Background: an optimization exercise with open tools, aiming at small area, a short achievable clock period and few clock cycles per item. Do not read the settings as production practice.
Function was checked by simulation only, so behaviour that the tests miss may differ from the original.

==> trial 82 <==
==> flow/design.v <==
package sha256_pkg;
  localparam int BLOCK_W = 512;
  localparam int HASH_W  = 256;
  localparam logic [HASH_W-1:0] SHA256_IV =
    256'h6a09e667_bb67ae85_3c6ef372_a54ff53a_510e527f_9b05688c_1f83d9ab_5be0cd19;
  typedef enum logic [1:0] {
    IDLE   = 2'd0,
    RUN    = 2'd1,
    DRAIN  = 2'd2,
    DIGEST = 2'd3
  } ctrl_state_e;
endpackage
module sha256_stream_core (
  input  logic         clk,
  input  logic         rst_n,
  input  logic         blk_valid,
  output logic         blk_ready,
  input  logic [511:0] blk_data,
  input  logic         blk_first,
  input  logic         blk_last,
  output logic         digest_valid,
  input  logic         digest_ready,
  output logic [255:0] digest,
  output logic         error,
  output logic [15:0]  block_count
);
  localparam logic [255:0] IV = sha256_pkg::SHA256_IV;
  function automatic logic [31:0] kconst(input logic [5:0] i);
    case (i)
      6'd0:  kconst = 32'h428a2f98; 6'd1:  kconst = 32'h71374491; 6'd2:  kconst = 32'hb5c0fbcf; 6'd3:  kconst = 32'he9b5dba5;
      6'd4:  kconst = 32'h3956c25b; 6'd5:  kconst = 32'h59f111f1; 6'd6:  kconst = 32'h923f82a4; 6'd7:  kconst = 32'hab1c5ed5;
      6'd8:  kconst = 32'hd807aa98; 6'd9:  kconst = 32'h12835b01; 6'd10: kconst = 32'h243185be; 6'd11: kconst = 32'h550c7dc3;
      6'd12: kconst = 32'h72be5d74; 6'd13: kconst = 32'h80deb1fe; 6'd14: kconst = 32'h9bdc06a7; 6'd15: kconst = 32'hc19bf174;
      6'd16: kconst = 32'he49b69c1; 6'd17: kconst = 32'hefbe4786; 6'd18: kconst = 32'h0fc19dc6; 6'd19: kconst = 32'h240ca1cc;
      6'd20: kconst = 32'h2de92c6f; 6'd21: kconst = 32'h4a7484aa; 6'd22: kconst = 32'h5cb0a9dc; 6'd23: kconst = 32'h76f988da;
      6'd24: kconst = 32'h983e5152; 6'd25: kconst = 32'ha831c66d; 6'd26: kconst = 32'hb00327c8; 6'd27: kconst = 32'hbf597fc7;
      6'd28: kconst = 32'hc6e00bf3; 6'd29: kconst = 32'hd5a79147; 6'd30: kconst = 32'h06ca6351; 6'd31: kconst = 32'h14292967;
      6'd32: kconst = 32'h27b70a85; 6'd33: kconst = 32'h2e1b2138; 6'd34: kconst = 32'h4d2c6dfc; 6'd35: kconst = 32'h53380d13;
      6'd36: kconst = 32'h650a7354; 6'd37: kconst = 32'h766a0abb; 6'd38: kconst = 32'h81c2c92e; 6'd39: kconst = 32'h92722c85;
      6'd40: kconst = 32'ha2bfe8a1; 6'd41: kconst = 32'ha81a664b; 6'd42: kconst = 32'hc24b8b70; 6'd43: kconst = 32'hc76c51a3;
      6'd44: kconst = 32'hd192e819; 6'd45: kconst = 32'hd6990624; 6'd46: kconst = 32'hf40e3585; 6'd47: kconst = 32'h106aa070;
      6'd48: kconst = 32'h19a4c116; 6'd49: kconst = 32'h1e376c08; 6'd50: kconst = 32'h2748774c; 6'd51: kconst = 32'h34b0bcb5;
      6'd52: kconst = 32'h391c0cb3; 6'd53: kconst = 32'h4ed8aa4a; 6'd54: kconst = 32'h5b9cca4f; 6'd55: kconst = 32'h682e6ff3;
      6'd56: kconst = 32'h748f82ee; 6'd57: kconst = 32'h78a5636f; 6'd58: kconst = 32'h84c87814; 6'd59: kconst = 32'h8cc70208;
      6'd60: kconst = 32'h90befffa; 6'd61: kconst = 32'ha4506ceb; 6'd62: kconst = 32'hbef9a3f7; default: kconst = 32'hc67178f2;
    endcase
  endfunction
  function automatic logic [31:0] ivw(input logic [2:0] i);
    ivw = IV[255-32*i -: 32];
  endfunction
  logic        pre2, pre1;         
  logic        run;                
  logic [5:0]  rnd;
  logic        tail;               
  logic [1:0]  ph;                 
  logic [3:0]  ph1;                
  logic        uiv;                
  logic [5:0]  kn;                 
  logic        inc;                
  logic        pend;               
  logic [1:0]  sc;                 
  logic        dig_pend;           
  logic        chain_ok;           
  logic        nf, nl;             
  logic        cf, cl;             
  logic        cerr;               
  logic        ff_iv;              
  logic [15:0] cnt;
  logic        err;
  logic late, sl, we_e, we_a, fin, busy, accept, c_act, chain_eff, use_iv, run_e;
  logic rdy;                       
  logic [3:0] ph1_d;
  assign ph1_d = pre1 ? 4'b0001 : {ph1[2:0], ph1[3]};
  logic       run_d, tail_d, inc_d, pend_d, dig_d, rdy_d;
  logic [5:0] rnd_d;
  logic [1:0] ph_d, sc_d;
  always_comb begin
    tail_d = run & (rnd == 6'd63);
    run_d  = run;
    rnd_d  = rnd;
    if (pre1) begin
      run_d = 1'b1;
      rnd_d = '0;
    end else if (run) begin
      rnd_d = rnd + 6'd1;
      if (rnd == 6'd63) run_d = 1'b0;
    end
    ph_d   = pre1 ? 2'd0 : ph + 2'd1;
    inc_d  = (run & (rnd == 6'd60)) ? ~dig_pend : inc;
    pend_d = (tail & ~inc) ? 1'b1 : (fin ? 1'b0 : pend);
    sc_d   = sl ? sc + 2'd1 : 2'd0;
    dig_d  = fin ? cl : (dig_pend & ~digest_ready);
    rdy_d  = ~(accept | pre2) &
             (run_d  ? ((rnd_d[5:1] == 5'h1f) & inc_d) :
              tail_d ? inc_d :
              ~pend_d);
  end
  assign blk_ready = rdy;
  assign late      = run & (rnd[5:2] == 4'hf);                            
  assign sl        = pend & ~dig_pend;
  assign we_e      = (late & ((ph == 2'd0) ? ~dig_pend : inc)) | sl;
  assign we_a      = (late & (ph != 2'd0) & inc) | (tail & inc) | sl;
  assign fin       = (tail & inc) | (sl & (sc == 2'd3));
  assign busy      = pre2 | pre1;
  assign accept    = blk_valid & blk_ready;
  assign c_act     = run | tail | pend;
  assign chain_eff = c_act ? ~cl : chain_ok;
  assign use_iv    = blk_first | ~chain_eff;    
  assign run_e     = pre1 | (run & ~(rnd == 6'd63));
  assign digest_valid = dig_pend;
  assign error        = err;
  assign block_count  = cnt;
  always_ff @(posedge clk or negedge rst_n) begin
    if (!rst_n) begin
      rdy <= 1'b1; pre2 <= 1'b0; pre1 <= 1'b0; run <= 1'b0; rnd <= '0; tail <= 1'b0;
      ph <= '0; ph1 <= 4'b0001; uiv <= 1'b0; kn <= '0; inc <= 1'b0; pend <= 1'b0; sc <= '0; dig_pend <= 1'b0;
      chain_ok <= 1'b0; nf <= 1'b0; nl <= 1'b0; cf <= 1'b0; cl <= 1'b0;
      cerr <= 1'b0; ff_iv <= 1'b0; cnt <= '0; err <= 1'b0;
    end else begin
      pre2 <= accept;
      pre1 <= pre2;
      kn   <= blk_ready ? 6'd1 : kn + 6'd1;
      rdy  <= rdy_d;
      ph   <= ph_d;
      ph1  <= ph1_d;
      tail <= tail_d;
      run  <= run_d;
      rnd  <= rnd_d;
      inc  <= inc_d;
      pend <= pend_d;
      sc   <= sc_d;
      dig_pend <= dig_d;
      if (accept) begin
        uiv <= use_iv;
        nf <= blk_first;
        nl <= blk_last;
      end
      if (pre1) begin
        cf    <= nf;
        cl    <= nl;
        cerr  <= ~nf & ~chain_eff;
        ff_iv <= uiv;
      end
      if (fin) begin
        chain_ok <= ~cl;
        err      <= cf ? 1'b0 : (err | cerr);
        if (cf)             cnt <= 16'd1;
        else if (cnt != '1) cnt <= cnt + 16'd1;
      end
    end
  end
  logic [31:0] a0, a1, a2, a3;       
  logic [31:0] e0, e1, e2, e3;       
  logic [31:0] t1, p, q;             
  logic [31:0] dq;                   
  logic [31:0] kr;                   
  logic [31:0] hw [8];               
  for (genvar i = 0; i < 8; i++) begin : g_dig
    assign digest[255-32*i -: 32] = hw[i];
  end
  function automatic logic [31:0] fa_s(input logic [31:0] x, input logic [31:0] y, input logic [31:0] z);
    fa_s = x ^ y ^ z;
  endfunction
  function automatic logic [31:0] fa_c(input logic [31:0] x, input logic [31:0] y, input logic [31:0] z);
    fa_c = {(x[30:0] & y[30:0]) | (x[30:0] & z[30:0]) | (y[30:0] & z[30:0]), 1'b0};
  endfunction
  logic [31:0] w [15];
  logic [31:0] wx;
  logic        wfirst;             
  logic [31:0] sm0, sm1, w_new, x_new;
  assign sm0   = {w[1][6:0], w[1][31:7]} ^ {w[1][17:0], w[1][31:18]} ^ (w[1] >> 3);
  assign sm1   = {w[13][16:0], w[13][31:17]} ^ {w[13][18:0], w[13][31:19]} ^ (w[13] >> 10);
  assign x_new = fa_s(w[0], w[9], sm0) + fa_c(w[0], w[9], sm0);
  assign w_new = (wfirst ? 32'd0 : sm1) + wx;
  always_ff @(posedge clk) begin
    wfirst <= blk_ready;
    if (blk_ready) begin
      for (int i = 0; i < 15; i++) w[i] <= blk_data[511-32*i -: 32];
      wx <= blk_data[31:0];
    end else begin
      for (int i = 0; i < 14; i++) w[i] <= w[i+1];
      w[14] <= w_new;
      wx    <= x_new;
    end
  end
  logic [31:0] bq_e, bq_a, sum_e, sum_a;
  logic        ffiv_d;
  assign ffiv_d = pre1 ? uiv : ff_iv;
  always_ff @(posedge clk) begin
    bq_e <= '0;
    bq_a <= '0;
    for (int k = 0; k < 4; k++) begin
      if (ph1_d[k]) begin
        bq_e <= ffiv_d ? ivw(3'(7 - k)) : hw[7 - k];
        bq_a <= ffiv_d ? ivw(3'((4 - k) % 4)) : hw[(4 - k) % 4];
      end
    end
  end
  assign sum_e = bq_e + e0;
  assign sum_a = bq_a + a0;
  logic [31:0] init [8];
  for (genvar i = 0; i < 8; i++) begin : g_init
    if (i == 0) begin : g_a
      assign init[i] = uiv ? ivw(i) : ((we_a & ph1[0]) ? sum_a : hw[i]);
    end else if (i == 4) begin : g_e
      assign init[i] = uiv ? ivw(i) : ((we_e & ph1[3]) ? sum_e : hw[i]);
    end else begin : g_o
      assign init[i] = uiv ? ivw(i) : hw[i];
    end
  end
  logic [31:0] bs0, bs1, ch, maj, a_new, e_new, t1_new;
  assign bs1    = {e0[5:0], e0[31:6]} ^ {e0[10:0], e0[31:11]} ^ {e0[24:0], e0[31:25]};
  assign ch     = (e0 & e1) | (~e0 & e2);
  assign bs0    = {a0[1:0], a0[31:2]} ^ {a0[12:0], a0[31:13]} ^ {a0[21:0], a0[31:22]};
  assign maj    = (a0 & (a1 | a2)) | (a1 & a2);
  logic [31:0] er6, er11, er25, ar2, ar13, ar22;
  assign er6  = {e0[5:0], e0[31:6]};
  assign er11 = {e0[10:0], e0[31:11]};
  assign er25 = {e0[24:0], e0[31:25]};
  assign ar2  = {a0[1:0], a0[31:2]};
  assign ar13 = {a0[12:0], a0[31:13]};
  assign ar22 = {a0[21:0], a0[31:22]};
  assign a_new  = (((ar2 ^ maj) ^ (ar13 ^ t1)) ^ ar22) + fa_c(bs0, maj, t1);
  assign t1_new = (((er6 ^ ch) ^ (er11 ^ p)) ^ er25) + fa_c(bs1, ch, p);
  assign e_new  = (((er6 ^ ch) ^ (er11 ^ q)) ^ er25) + fa_c(bs1, ch, q);
  logic [31:0] h7_pre, h3_pre, ps, pc;
  assign ps = fa_s(e2, kr, w[0]);
  assign pc = fa_c(e2, kr, w[0]);
  assign h7_pre = use_iv ? ivw(7) : hw[7];
  assign h3_pre = use_iv ? ivw(3) : hw[3];
  always_ff @(posedge clk) begin
    kr <= blk_ready ? kconst(6'd0) : kconst(kn);
    p  <= ps + pc;
    q  <= fa_s(ps, pc, dq) + fa_c(ps, pc, dq);
    dq <= blk_ready ? h3_pre : (pre2 ? init[2] : (pre1 ? init[1] : a0));
    t1 <= t1_new;
    e0 <= run_e ? e_new : (pre2 ? init[4] : e3);
    e1 <= pre2 ? init[5] : e0;
    e2 <= blk_ready ? h7_pre : (pre2 ? init[6] : e1);
    e3 <= e2;
    a0 <= run ? a_new : (pre1 ? init[0] : a3);
    a1 <= pre1 ? init[1] : a0;
    a2 <= pre1 ? init[2] : a1;
    a3 <= a2;
    for (int k = 0; k < 4; k++) begin
      if (we_e & ph1[k]) hw[7 - k]       <= sum_e;
      if (we_a & ph1[k]) hw[(4 - k) % 4] <= sum_a;
    end
  end
endmodule
==> flow/flow/run.sh <==
#!/bin/bash
# Layout flow: the standard ORFS flow (standard.sh, unchanged synthesis)
# with three changes to how the layout is made:
#  - plain buf_1 port buffers instead of delay cells (every port still gets
#    its own buffer; timing repair may upsize them);
#  - clock tree with larger sink clusters and no dummy loads;
#  - a tighter setup margin for ORFS's timing repair steps.
# The make output goes to flow_make.log here; each ORFS step keeps its own
# log under orfs/logs/.
set -euo pipefail
bash standard.sh \
  "BUFFER_PORTS_ARGS=-buffer_cell sky130_fd_sc_hd__buf_1" \
  "CTS_ARGS=-sink_clustering_enable -repair_clock_nets -sink_clustering_size 25 -sink_clustering_max_diameter 80 -dont_use_dummy_load" \
  SETUP_SLACK_MARGIN=7.2 \
  finish > flow_make.log 2>&1
==> flow/standard.sh <==
#!/bin/bash
# synth_recipe.tcl (not shown) runs the flow's synth.tcl, then flattens the netlist and writes it again
# the make line also repeats each setting of config.mk as NAME=value (left out here)
make -C /OpenROAD-flow-scripts/flow DESIGN_CONFIG=/design/flow/config.mk WORK_HOME=/design/flow/orfs CLKGATE_MAP_FILE= SYNTH_SCRIPT=/design/flow/synth_recipe.tcl "${@:-finish}"
==> flow/config.mk <==
export PLATFORM = sky130hd
export DESIGN_NAME = sha256_stream_core
export DESIGN_NICKNAME = sha256_stream_core
export VERILOG_FILES = /design/flow/design.v
export SDC_FILE = /design/flow/constraint.sdc
export NUM_CORES = 4
export LEC_CHECK = 0
export CAP_MARGIN = 20
export CORE_MARGIN = 2
export CORE_UTILIZATION = 55
export PLACE_DENSITY = 0.7
export SLEW_MARGIN = 20
==> flow/constraint.sdc <==
create_clock -name core_clock -period 11.0 [get_ports {clk}]
set_input_delay 2.2000 -clock core_clock [delete_from_list [all_inputs] [get_ports {clk}]]
set_output_delay 2.2000 -clock core_clock [all_outputs]
set_load 0.01 [all_outputs]
==> build 42: changes against trial 82 <==
==> flow/design.v, changed modules only <==
module sha256_stream_core (
  input  logic         clk,
  input  logic         rst_n,
  input  logic         blk_valid,
  output logic         blk_ready,
  input  logic [511:0] blk_data,
  input  logic         blk_first,
  input  logic         blk_last,
  output logic         digest_valid,
  input  logic         digest_ready,
  output logic [255:0] digest,
  output logic         error,
  output logic [15:0]  block_count
);
  localparam logic [255:0] IV = sha256_pkg::SHA256_IV;
  function automatic logic [31:0] kconst(input logic [5:0] i);
    case (i)
      6'd0:  kconst = 32'h428a2f98; 6'd1:  kconst = 32'h71374491; 6'd2:  kconst = 32'hb5c0fbcf; 6'd3:  kconst = 32'he9b5dba5;
      6'd4:  kconst = 32'h3956c25b; 6'd5:  kconst = 32'h59f111f1; 6'd6:  kconst = 32'h923f82a4; 6'd7:  kconst = 32'hab1c5ed5;
      6'd8:  kconst = 32'hd807aa98; 6'd9:  kconst = 32'h12835b01; 6'd10: kconst = 32'h243185be; 6'd11: kconst = 32'h550c7dc3;
      6'd12: kconst = 32'h72be5d74; 6'd13: kconst = 32'h80deb1fe; 6'd14: kconst = 32'h9bdc06a7; 6'd15: kconst = 32'hc19bf174;
      6'd16: kconst = 32'he49b69c1; 6'd17: kconst = 32'hefbe4786; 6'd18: kconst = 32'h0fc19dc6; 6'd19: kconst = 32'h240ca1cc;
      6'd20: kconst = 32'h2de92c6f; 6'd21: kconst = 32'h4a7484aa; 6'd22: kconst = 32'h5cb0a9dc; 6'd23: kconst = 32'h76f988da;
      6'd24: kconst = 32'h983e5152; 6'd25: kconst = 32'ha831c66d; 6'd26: kconst = 32'hb00327c8; 6'd27: kconst = 32'hbf597fc7;
      6'd28: kconst = 32'hc6e00bf3; 6'd29: kconst = 32'hd5a79147; 6'd30: kconst = 32'h06ca6351; 6'd31: kconst = 32'h14292967;
      6'd32: kconst = 32'h27b70a85; 6'd33: kconst = 32'h2e1b2138; 6'd34: kconst = 32'h4d2c6dfc; 6'd35: kconst = 32'h53380d13;
      6'd36: kconst = 32'h650a7354; 6'd37: kconst = 32'h766a0abb; 6'd38: kconst = 32'h81c2c92e; 6'd39: kconst = 32'h92722c85;
      6'd40: kconst = 32'ha2bfe8a1; 6'd41: kconst = 32'ha81a664b; 6'd42: kconst = 32'hc24b8b70; 6'd43: kconst = 32'hc76c51a3;
      6'd44: kconst = 32'hd192e819; 6'd45: kconst = 32'hd6990624; 6'd46: kconst = 32'hf40e3585; 6'd47: kconst = 32'h106aa070;
      6'd48: kconst = 32'h19a4c116; 6'd49: kconst = 32'h1e376c08; 6'd50: kconst = 32'h2748774c; 6'd51: kconst = 32'h34b0bcb5;
      6'd52: kconst = 32'h391c0cb3; 6'd53: kconst = 32'h4ed8aa4a; 6'd54: kconst = 32'h5b9cca4f; 6'd55: kconst = 32'h682e6ff3;
      6'd56: kconst = 32'h748f82ee; 6'd57: kconst = 32'h78a5636f; 6'd58: kconst = 32'h84c87814; 6'd59: kconst = 32'h8cc70208;
      6'd60: kconst = 32'h90befffa; 6'd61: kconst = 32'ha4506ceb; 6'd62: kconst = 32'hbef9a3f7; default: kconst = 32'hc67178f2;
    endcase
  endfunction
  function automatic logic [31:0] ivw(input logic [2:0] i);
    ivw = IV[255-32*i -: 32];
  endfunction
  logic        pre3, pre2, pre1;   
  logic        run;                
  logic [5:0]  rnd;
  logic        tail;               
  logic [1:0]  ph;                 
  logic [3:0]  ph1;                
  logic        uiv;                
  logic [5:0]  kn;                 
  logic        inc;                
  logic        pend;               
  logic [1:0]  sc;                 
  logic        dig_pend;           
  logic        chain_ok;           
  logic        nf, nl;             
  logic        cf, cl;             
  logic        cerr;               
  logic        ff_iv;              
  logic [15:0] cnt;
  logic        err;
  logic late, sl, we_e, we_a, fin, busy, accept, c_act, chain_eff, use_iv, run_e;
  logic rdy;                       
  logic [3:0] ph1_d;
  assign ph1_d = pre1 ? 4'b0001 : {ph1[2:0], ph1[3]};
  logic       run_d, tail_d, inc_d, pend_d, dig_d, rdy_d;
  logic [5:0] rnd_d;
  logic [1:0] ph_d, sc_d;
  always_comb begin
    tail_d = run & (rnd == 6'd63);
    run_d  = run;
    rnd_d  = rnd;
    if (pre1) begin
      run_d = 1'b1;
      rnd_d = '0;
    end else if (run) begin
      rnd_d = rnd + 6'd1;
      if (rnd == 6'd63) run_d = 1'b0;
    end
    ph_d   = pre1 ? 2'd0 : ph + 2'd1;
    inc_d  = (run & (rnd == 6'd60)) ? ~dig_pend : inc;
    pend_d = (tail & ~inc) ? 1'b1 : (fin ? 1'b0 : pend);
    sc_d   = sl ? sc + 2'd1 : 2'd0;
    dig_d  = fin ? cl : (dig_pend & ~digest_ready);
    rdy_d  = ~(accept | pre3 | pre2) &
             (run_d  ? ((rnd_d[5:2] == 4'hf) & (ph_d != 2'd0) & inc_d) :
              tail_d ? inc_d :
              pend_d ? (~dig_d & (sc_d == 2'd3)) : 1'b1);
  end
  assign blk_ready = rdy;
  assign late      = run & (rnd[5:2] == 4'hf);                            
  assign sl        = pend & ~dig_pend;
  assign we_e      = (late & ((ph == 2'd0) ? ~dig_pend : inc)) | sl;
  assign we_a      = (late & (ph != 2'd0) & inc) | (tail & inc) | sl;
  assign fin       = (tail & inc) | (sl & (sc == 2'd3));
  assign busy      = pre3 | pre2 | pre1;
  assign accept    = blk_valid & blk_ready;
  assign c_act     = run | tail | pend;
  assign chain_eff = c_act ? ~cl : chain_ok;
  assign use_iv    = nf | ~chain_eff;    
  assign run_e     = pre1 | (run & ~(rnd == 6'd63));
  assign digest_valid = dig_pend;
  assign error        = err;
  assign block_count  = cnt;
  always_ff @(posedge clk or negedge rst_n) begin
    if (!rst_n) begin
      rdy <= 1'b1; pre3 <= 1'b0; pre2 <= 1'b0; pre1 <= 1'b0; run <= 1'b0; rnd <= '0; tail <= 1'b0;
      ph <= '0; ph1 <= 4'b0001; uiv <= 1'b0; kn <= '0; inc <= 1'b0; pend <= 1'b0; sc <= '0; dig_pend <= 1'b0;
      chain_ok <= 1'b0; nf <= 1'b0; nl <= 1'b0; cf <= 1'b0; cl <= 1'b0;
      cerr <= 1'b0; ff_iv <= 1'b0; cnt <= '0; err <= 1'b0;
    end else begin
      pre3 <= accept;
      pre2 <= pre3;
      pre1 <= pre2;
      kn   <= blk_ready ? 6'd1 : kn + 6'd1;
      rdy  <= rdy_d;
      ph   <= ph_d;
      ph1  <= ph1_d;
      if (pre3) uiv <= use_iv;
      tail <= tail_d;
      run  <= run_d;
      rnd  <= rnd_d;
      inc  <= inc_d;
      pend <= pend_d;
      sc   <= sc_d;
      dig_pend <= dig_d;
      if (accept) begin
        nf <= blk_first;
        nl <= blk_last;
      end
      if (pre1) begin
        cf    <= nf;
        cl    <= nl;
        cerr  <= ~nf & ~chain_eff;
        ff_iv <= uiv;
      end
      if (fin) begin
        chain_ok <= ~cl;
        err      <= cf ? 1'b0 : (err | cerr);
        if (cf)             cnt <= 16'd1;
        else if (cnt != '1) cnt <= cnt + 16'd1;
      end
    end
  end
  logic [31:0] a0, a1, a2, a3;       
  logic [31:0] e0, e1, e2, e3;       
  logic [31:0] t1, p, q, kw;         
  logic [31:0] dq;                   
  logic [31:0] kr;                   
  logic [31:0] hw [8];               
  for (genvar i = 0; i < 8; i++) begin : g_dig
    assign digest[255-32*i -: 32] = hw[i];
  end
  function automatic logic [31:0] fa_s(input logic [31:0] x, input logic [31:0] y, input logic [31:0] z);
    fa_s = x ^ y ^ z;
  endfunction
  function automatic logic [31:0] fa_c(input logic [31:0] x, input logic [31:0] y, input logic [31:0] z);
    fa_c = {(x[30:0] & y[30:0]) | (x[30:0] & z[30:0]) | (y[30:0] & z[30:0]), 1'b0};
  endfunction
  logic [31:0] w [15];
  logic [31:0] wx;
  logic        wfirst;             
  logic [31:0] sm0, sm1, w_new, x_new;
  assign sm0   = {w[1][6:0], w[1][31:7]} ^ {w[1][17:0], w[1][31:18]} ^ (w[1] >> 3);
  assign sm1   = {w[13][16:0], w[13][31:17]} ^ {w[13][18:0], w[13][31:19]} ^ (w[13] >> 10);
  assign x_new = fa_s(w[0], w[9], sm0) + fa_c(w[0], w[9], sm0);
  assign w_new = (wfirst ? 32'd0 : sm1) + wx;
  always_ff @(posedge clk) begin
    wfirst <= blk_ready;
    if (blk_ready) begin
      for (int i = 0; i < 15; i++) w[i] <= blk_data[511-32*i -: 32];
      wx <= blk_data[31:0];
    end else begin
      for (int i = 0; i < 14; i++) w[i] <= w[i+1];
      w[14] <= w_new;
      wx    <= x_new;
    end
  end
  logic [31:0] bq_e, bq_a, sum_e, sum_a;
  logic        ffiv_d;
  assign ffiv_d = pre1 ? uiv : ff_iv;
  always_ff @(posedge clk) begin
    bq_e <= '0;
    bq_a <= '0;
    for (int k = 0; k < 4; k++) begin
      if (ph1_d[k]) begin
        bq_e <= ffiv_d ? ivw(3'(7 - k)) : hw[7 - k];
        bq_a <= ffiv_d ? ivw(3'((4 - k) % 4)) : hw[(4 - k) % 4];
      end
    end
  end
  assign sum_e = bq_e + e0;
  assign sum_a = bq_a + a0;
  logic [31:0] init [8];
  for (genvar i = 0; i < 8; i++) begin : g_init
    if (i == 0) begin : g_a
      assign init[i] = uiv ? ivw(i) : ((we_a & ph1[0]) ? sum_a : hw[i]);
    end else if (i == 4) begin : g_e
      assign init[i] = uiv ? ivw(i) : ((we_e & ph1[3]) ? sum_e : hw[i]);
    end else begin : g_o
      assign init[i] = uiv ? ivw(i) : hw[i];
    end
  end
  logic [31:0] bs0, bs1, ch, maj, a_new, e_new, t1_new;
  assign bs1    = {e0[5:0], e0[31:6]} ^ {e0[10:0], e0[31:11]} ^ {e0[24:0], e0[31:25]};
  assign ch     = (e0 & e1) | (~e0 & e2);
  assign bs0    = {a0[1:0], a0[31:2]} ^ {a0[12:0], a0[31:13]} ^ {a0[21:0], a0[31:22]};
  assign maj    = (a0 & (a1 | a2)) | (a1 & a2);
  assign a_new  = fa_s(bs0, maj, t1) + fa_c(bs0, maj, t1);
  assign t1_new = fa_s(bs1, ch, p) + fa_c(bs1, ch, p);
  assign e_new  = fa_s(bs1, ch, q) + fa_c(bs1, ch, q);
  logic [31:0] h7_pre, h3_pre;
  assign h7_pre = use_iv ? ivw(7) : hw[7];
  assign h3_pre = use_iv ? ivw(3) : hw[3];
  always_ff @(posedge clk) begin
    kr <= blk_ready ? kconst(6'd0) : kconst(kn);
    kw <= kr + w[0];
    p  <= e2 + kw;
    q  <= fa_s(e2, kw, dq) + fa_c(e2, kw, dq);
    dq <= pre3 ? h3_pre : (pre2 ? init[2] : (pre1 ? init[1] : a0));
    t1 <= t1_new;
    e0 <= run_e ? e_new : (pre2 ? init[4] : e3);
    e1 <= pre2 ? init[5] : e0;
    e2 <= pre3 ? h7_pre : (pre2 ? init[6] : e1);
    e3 <= e2;
    a0 <= run ? a_new : (pre1 ? init[0] : a3);
    a1 <= pre1 ? init[1] : a0;
    a2 <= pre1 ? init[2] : a1;
    a3 <= a2;
    for (int k = 0; k < 4; k++) begin
      if (we_e & ph1[k]) hw[7 - k]       <= sum_e;
      if (we_a & ph1[k]) hw[(4 - k) % 4] <= sum_a;
    end
  end
endmodule
--- a/flow/flow/run.sh
+++ b/flow/flow/run.sh
@@ -12,4 +12,4 @@
   "BUFFER_PORTS_ARGS=-buffer_cell sky130_fd_sc_hd__buf_1" \
   "CTS_ARGS=-sink_clustering_enable -repair_clock_nets -sink_clustering_size 25 -sink_clustering_max_diameter 80 -dont_use_dummy_load" \
-  SETUP_SLACK_MARGIN=7.2 \
+  SETUP_SLACK_MARGIN=7 \
   finish > flow_make.log 2>&1
- CORE_UTILIZATION: 55 -> 40
- PLACE_DENSITY: 0.7 -> default
==> comparison table <==
item                                                                  build 42     trial 82
Max stage delay on crit path                                           0.80 ns      0.63 ns
WP depth                                                                    11           12
Pin count of the biggest net entering global routing                       211           92
Gr usage total                                                          0.3088       0.4089
Total nets after synthesis                                               8,050        7,744
Minimum setup slack in the final design                               7.120 ns     6.901 ns
Well tap count                                                           2,218        1,612
Outcome                                               timing/DRC/antenna clean  timing/DRC/antenna clean
Met3 global-route usage                                                0.05787      0.07565
Count of placed standard cells including taps                            9,746        8,920
Clock tree skew after final layout                                   0.1090 ns   0.08679 ns
Fill cells                                                              16.51k       10.34k
Detailed Routing Iterations Pass 1                                           6            8
Wirelength per Cell                                                   28.18 µm     29.21 µm
Data buffer area share                                                 0.04790      0.05565
Final weighted congestion in routability-driven placement               0.9858        1.062
DIE AREA                                                           174,300 µm²  124,000 µm²
Count of buffers not belonging to the clock network in the layout          879          932
Transition at the pin with the smallest max-transition slack          1.266 ns     1.172 ns
Signal inverters                                                           511          268
Fraction of the mapped netlist area in compound gates                   0.1720       0.1678
Via count of the first global-routing pass                              54.69k       53.58k
Chip width                                                            417.5 µm     352.1 µm
Testbench counts of trial 82, summed over its fixed seeds: cycles 124,832, blocks 1,920.
Testbench counts of build 42, summed over its fixed seeds: cycles 124,840, blocks 1,920.

## afterwards: timing with drivers on the ports
Ports are ideal in the flow. The routed layouts listed here were re-timed in OpenROAD.
Step 1 assumes that a clkbuf_16 drives the clock port and a buf_2 every other input.
Step 2 moves the port delays by t, midway between the first and last clock arrival at a register: inputs arrive t later, outputs are due t later. That takes back most of the time a late clock gives input paths.
Slacks: no drivers / after step 1 / after step 2; pairs: no drivers / after step 1.
run	t, ns	setup slack, ns	worst hold slack (ns)	worst setup path at the end	worst slew at a driven data input, ns
trial 82	0.740	6.901 / 6.901 / 6.891	0.340 / 0.340 / 0.340	input to register	0.18
build 42	0.797	7.120 / 7.057 / 7.120	0.352 / 0.352 / 0.352	register to register	0.16
After both steps setup and hold are still met in every run listed. For trial 82, which loses most, drivers alone change the setup slack by 0.000 ns; drivers and shift together by -0.010 ns.
